From an optimization exercise on the open Yosys and OpenROAD flow, aimed at small area, a short achievable clock period and few clock cycles per item; shortcuts taken in it are not production practice.
Function was checked by simulation only, so behaviour that the tests miss may differ from the original.
No activity file was given, so power comes from the tool's default toggle rates.

// tcp_rto_estimator_core
module tcp_rto_estimator_core #(
  parameter int TIME_BITS = 24,
  parameter int FRAC_BITS = 8
) (
  input  logic                                   clk,
  input  logic                                   rst_n,
  input  logic                                   in_tvalid,
  output logic                                   in_tready,
  input  logic [tcprto_pkg::IN_DATA_W-1:0]       in_tdata,
  output logic                                   out_tvalid,
  input  logic                                   out_tready,
  output logic [tcprto_pkg::OUT_DATA_W-1:0]      out_tdata,
  input  logic                                   cfg_valid,
  output logic                                   cfg_ready,
  input  logic [tcprto_pkg::CFG_IDX_W-1:0]       cfg_index,
  input  logic [tcprto_pkg::CFG_DATA_W-1:0]      cfg_data
);
Size: roughly 180 I/O pins.
Settings: LEC_CHECK=0, ABC_AREA=1, CAP_MARGIN=20, CORE_MARGIN=2, CORE_UTILIZATION=40, SLEW_MARGIN=20; clock period 16.0 ns.
standard.sh (not shown) runs the stock make flow with config.mk's settings and CLKGATE_MAP_FILE= SYNTH_SCRIPT=/design/flow/synth_recipe.tcl, a recipe that flattens the netlist after the stock synthesis.
==> flow/flow/run.sh <==
#!/bin/bash
# standard layout; the resizer aims for setup slack well above zero, and the
# port buffers are the smallest plain buffer
bash standard.sh SETUP_SLACK_MARGIN=11.5 BUFFER_PORTS_ARGS="-buffer_cell sky130_fd_sc_hd__buf_1" finish > standard_flow.log 2>&1
Testbench counts at the start, summed over its fixed seeds: cycles 24,032, items 24,000.
Rerun with:
--- a/flow/design.v
+++ b/flow/design.v
@@ -194,17 +194,21 @@
     a_sum = add36(a_s, {a_c[34:0], 1'b0}, 1'b0);
     lim3  = {4'hf, ~limit_r, 8'hff};
     g_s   = {4'd0, srtt2_r} ^ w3 ^ lim3;
     g_c   = ({4'd0, srtt2_r} & w3) | ({4'd0, srtt2_r} & lim3) | (w3 & lim3);
     gt3   = 37'(g_s) + 37'({g_c, 1'b0}) >= 37'h10_0000_0000;
     rto_nxt = gt3 ? limit_r : a_sum[31:8];
   end
   always_ff @(posedge clk) begin
-    if (adv && v2_r) begin
+    if (!rst_n) begin
+      rto_r        <= '0;
+      srtt_out_r   <= '0;
+      rttvar_out_r <= '0;
+    end else if (adv && v2_r) begin
       rto_r        <= rto_nxt;
       srtt_out_r   <= srtt2_r;
       rttvar_out_r <= rttvar_r;
     end
   end
   assign out_tvalid = v3_r;
   assign out_tdata  = {rttvar_out_r, srtt_out_r, rto_r};
 endmodule
Die area is about the same.
Clock power decreases slightly.
Routed wire length climbs by a few percent.
Utilization grows by 1.1 points.
Synthesized cell count climbs slightly.
Power went up by a few percent.
Synthesized area barely changes.
Worst hold slack stays flat.
Via count went up by a few percent.
Cell count rose slightly.
First-iteration DRC count came out higher by about a fifth.
Sequential share of layout area drops by 3.5 points.
Design area climbs by a few percent.
Testbench counts after the change, summed over its fixed seeds: cycles 24,032, items 24,000.

========
Another version of the RTL of tcp_rto_estimator_core (not shown whole).
For scale: about 3100 cells after synthesis, about 380 flip-flops, ~30000 um^2 of cells after synthesis.
clock: 16.0 ns
lec_check: 0
cap_margin: 20
core_margin: 2
core_utilization: 40
slew_margin: 20
==> flow/flow/run.sh <==
#!/bin/bash
# standard layout; the resizer aims for setup slack well above zero, and the
# port buffers are the smallest plain buffer
bash standard.sh SETUP_SLACK_MARGIN=11.2 BUFFER_PORTS_ARGS="-buffer_cell sky130_fd_sc_hd__buf_1" finish > standard_flow.log 2>&1
Testbench counts at the start, summed over its fixed seeds: cycles 24,040, items 24,000.
==> next run, changes <==
--- a/flow/design.v
+++ b/flow/design.v
@@ -210,48 +210,39 @@
   end
   always_ff @(posedge clk) begin
     if (!rst_n) begin
       rttvar_r <= STATE_INIT;
     end else if (adv && vb_r) begin
       rttvar_r <= rttvar_nxt;
     end
   end
   always_ff @(posedge clk) begin
     if (adv && vb_r) srtt2_r <= srttb_r;
   end
-  logic          sel_g, nz3, gt_a, gt_b;
-  logic [35:0]   fv3, a_s, a_c, a_sum, b_sum, lim_a, ga_s, ga_c;
-  logic [25:0]   hb3, lim_b, gb_s, gb_c;
+  logic          sel_g, nz3;
+  logic [35:0]   fv3, a_s, a_c, a_sum, b_sum;
+  logic [26:0]   r3;
   logic [TW-1:0] rto_nxt;
   logic [TW-1:0] rto_r;
   logic [SW-1:0] srtt_out_r;
   logic [SW-1:0] rttvar_out_r;
   always_comb begin
     sel_g = {2'b00, gran_r} > rttvar_r[SW-1:6];
     fv3   = {2'b00, rttvar_r, 2'b00};
     a_s   = {4'd0, srtt2_r} ^ fv3 ^ 36'd255;
     a_c   = ({4'd0, srtt2_r} & fv3) | ({4'd0, srtt2_r} & 36'd255) | (fv3 & 36'd255);
     a_sum = add36(a_s, {a_c[34:0], 1'b0}, 1'b0);
-    lim_a = {4'hf, ~limit_r, 8'hff};
-    ga_s  = {4'd0, srtt2_r} ^ fv3 ^ lim_a;
-    ga_c  = ({4'd0, srtt2_r} & fv3) | ({4'd0, srtt2_r} & lim_a) | (fv3 & lim_a);
-    gt_a  = 37'(ga_s) + 37'({ga_c, 1'b0}) >= 37'h10_0000_0000;
     nz3   = srtt2_r[7:0] != 8'd0;
-    hb3   = {2'b00, srtt2_r[SW-1:8]};
-    b_sum = add36({10'd0, hb3}, {12'd0, gran_r}, nz3);
-    lim_b = {2'b00, ~limit_r};
-    gb_s  = hb3 ^ {2'b00, gran_r} ^ lim_b;
-    gb_c  = (hb3 & {2'b00, gran_r}) | (hb3 & lim_b) | ({2'b00, gran_r} & lim_b);
-    gt_b  = 27'(gb_s) + 27'({gb_c, 1'b0}) + 27'(nz3) >= 27'h100_0000;
-    if (sel_g) rto_nxt = gt_b ? limit_r : b_sum[TW-1:0];
-    else       rto_nxt = gt_a ? limit_r : a_sum[31:8];
+    b_sum = add36({12'd0, srtt2_r[SW-1:8]}, {12'd0, gran_r}, nz3);
+    r3    = sel_g ? b_sum[26:0] : a_sum[34:8];
+    rto_nxt = (r3 > {3'd0, limit_r}) ? limit_r : r3[TW-1:0];
   end
   always_ff @(posedge clk) begin
     if (adv && v2_r) begin
       rto_r        <= rto_nxt;
       srtt_out_r   <= srtt2_r;
       rttvar_out_r <= rttvar_r;
     end
   end
   assign out_tvalid = v3_r;
   assign out_tdata  = {rttvar_out_r, srtt_out_r, rto_r};
 endmodule
Result:
- global-route usage came out higher by 0.31 points
- power went down by 2.1%
- routed wire length goes down by 4.8%
- register-to-register slack got worse by 1.1 ns
- area after synthesis went down by 7.2%
- cell area went down by 7.1%
- combinational power stays flat
- via count falls by 4.3%
- sequential power barely changes
- count of clock-buffer cells in the layout rose by 1
Testbench counts after the change, summed over its fixed seeds: cycles 24,040, items 24,000.

========
Setup of job 8515:
tcp_rto_estimator_core, a different RTL version from the one above (not shown whole).
Size in the first run: about 3,200 cells after synthesis, roughly 180 I/O pins, roughly 0.029 mm2 of cells after synthesis.
export LEC_CHECK = 0
export CAP_MARGIN = 20
export CORE_MARGIN = 2
export CORE_UTILIZATION = 40
export SLEW_MARGIN = 20
create_clock -name core_clock -period 16.0 [get_ports {clk}]
==> flow/flow/run.sh <==
#!/bin/bash
# standard layout, with the resizer aiming for setup slack well above zero
bash standard.sh SETUP_SLACK_MARGIN=11.5 finish > standard_flow.log 2>&1
Job 8515 completed; timing, DRC and antenna clean
Testbench counts of job 8515, summed over its fixed seeds: cycles 24,032, items 24,000.
Inputs modified between job 8515 and job 2317:
-- flow/design.v --
<<< job 8515, line 211
    if (adv && v1_r) srtt2_r <= srtt_r;
  end
  logic          sel_g, nz3, gt_a, gt_b;
  logic [35:0]   fv3, a_s, a_c, a_sum, b_sum, lim_a, ga_s, ga_c;
  logic [25:0]   hb3, lim_b, gb_s, gb_c;
  logic [TW-1:0] rto_nxt;
  logic [TW-1:0] rto_r;
>>> job 2317, line 211
    if (adv && v1_r) srtt2_r <= srtt_r;
  end
  logic          sel_g, nz3;
  logic [35:0]   fv3, w3, a_s, a_c, a_sum, b_sum, lim3, g_s, g_c;
  logic          gt3;
  logic [TW-1:0] rto_nxt;
  logic [TW-1:0] rto_r;
<<< job 8515, line 224
    a_c   = ({4'd0, srtt2_r} & fv3) | ({4'd0, srtt2_r} & 36'd255) | (fv3 & 36'd255);
    a_sum = add36(a_s, {a_c[34:0], 1'b0}, 1'b0);
    lim_a = {4'hf, ~limit_r, 8'hff};
    ga_s  = {4'd0, srtt2_r} ^ fv3 ^ lim_a;
    ga_c  = ({4'd0, srtt2_r} & fv3) | ({4'd0, srtt2_r} & lim_a) | (fv3 & lim_a);
    gt_a  = 37'(ga_s) + 37'({ga_c, 1'b0}) >= 37'h10_0000_0000;
    nz3   = srtt2_r[7:0] != 8'd0;
    hb3   = {2'b00, srtt2_r[SW-1:8]};
    b_sum = add36({10'd0, hb3}, {12'd0, gran_r}, nz3);
    lim_b = {2'b00, ~limit_r};
    gb_s  = hb3 ^ {2'b00, gran_r} ^ lim_b;
    gb_c  = (hb3 & {2'b00, gran_r}) | (hb3 & lim_b) | ({2'b00, gran_r} & lim_b);
    gt_b  = 27'(gb_s) + 27'({gb_c, 1'b0}) + 27'(nz3) >= 27'h100_0000;
    if (sel_g) rto_nxt = gt_b ? limit_r : b_sum[TW-1:0];
    else       rto_nxt = gt_a ? limit_r : a_sum[31:8];
  end
  always_ff @(posedge clk) begin
>>> job 2317, line 224
    a_c   = ({4'd0, srtt2_r} & fv3) | ({4'd0, srtt2_r} & 36'd255) | (fv3 & 36'd255);
    a_sum = add36(a_s, {a_c[34:0], 1'b0}, 1'b0);
    nz3   = srtt2_r[7:0] != 8'd0;
    b_sum = add36({12'd0, srtt2_r[SW-1:8]}, {12'd0, gran_r}, nz3);
    w3    = sel_g ? {4'd0, gran_r, 8'd0} : fv3;
    lim3  = {4'hf, ~limit_r, 8'hff};
    g_s   = {4'd0, srtt2_r} ^ w3 ^ lim3;
    g_c   = ({4'd0, srtt2_r} & w3) | ({4'd0, srtt2_r} & lim3) | (w3 & lim3);
    gt3   = 37'(g_s) + 37'({g_c, 1'b0}) >= 37'h10_0000_0000;
    if (gt3)        rto_nxt = limit_r;
    else if (sel_g) rto_nxt = b_sum[TW-1:0];
    else            rto_nxt = a_sum[31:8];
  end
  always_ff @(posedge clk) begin
==> comparison <==
Looking at number of instances resized during post-cts repair, job 2317 sits 18% higher than job 8515 does. Critical path depth (job 2317 over job 8515): increase, about 22%. Re sequential cell area share: job 2317 and job 8515 aren't equal, and the lower value belongs to job 8515. Note that the number of logic inverters in the finished layout recorded for job 2317 amounts to 0.63 times the value seen in job 8515. Of job 2317 and job 8515, it is job 2317 that has the lower die width. [compare] base=job 8515 new=job 2317: placed wire-length estimate fell 2.9 mm; time the final worst path needs with I/O delays and setup rose 0.65 ns; count of clock-buffer cells in the layout fell 3.8%; total die area fell about 5%; met2 global-route usage rose 3.4 points. Diff job 8515 -> job 2317: worst hold-check slack shows no meaningful change; final design instance area without fill shows a reduction of 0.67%; power after layout shows an increase of about 1%. Job 2317: no failed stages, no open violations at the end.
Testbench counts of job 2317, summed over its fixed seeds: cycles 24,032, items 24,000.

==> port drivers added, routing unchanged <==
No port has a modelled driver above. Below, the same layouts with a new extraction and two added sets of constraints. Step 1: set_driving_cell puts a clkbuf_16 on clk and a buf_2 on each other input, an assumption about the parent block. Step 2 adds t to the input delays and takes it off the output delays; t is the mean of the earliest and latest rising clock arrival at the registers after step 1. Input paths then give back, and output paths get back, about the clock's delay inside the block. Three values: ideal ports, drivers, drivers and shift; two values: the first two.
| run | t, ns | setup slack, ns | worst setup path after step 2 | latest minus earliest clock arrival (ns) | pins driven straight from the clock port |
|---|---|---|---|---|---|
| the first run of note 1 | 0.634 | 11.572 / 11.572 / 11.033 | input to register | 0.042 / 0.042 | 1 |
| the second run of note 1 | 0.628 | 11.460 / 11.471 / 10.843 | input to register | 0.053 / 0.054 | 1 |
| the first run of note 2 | 0.646 | 11.320 / 11.320 / 10.783 | input to register | 0.044 / 0.044 | 1 |
| the second run of note 2 | 0.644 | 10.199 / 10.199 / 10.199 | register to register | 0.027 / 0.026 | 1 |
| job 8515 | 0.636 | 11.193 / 11.193 / 10.922 | input to register | 0.029 / 0.030 | 1 |
| job 2317 | 0.636 | 10.543 / 10.543 / 10.543 | register to register | 0.030 / 0.030 | 1 |
After both steps every run listed still meets setup and hold. The setup slack of the second run of note 1, which loses most, moves by +0.011 ns with the drivers and by -0.617 ns with both steps.
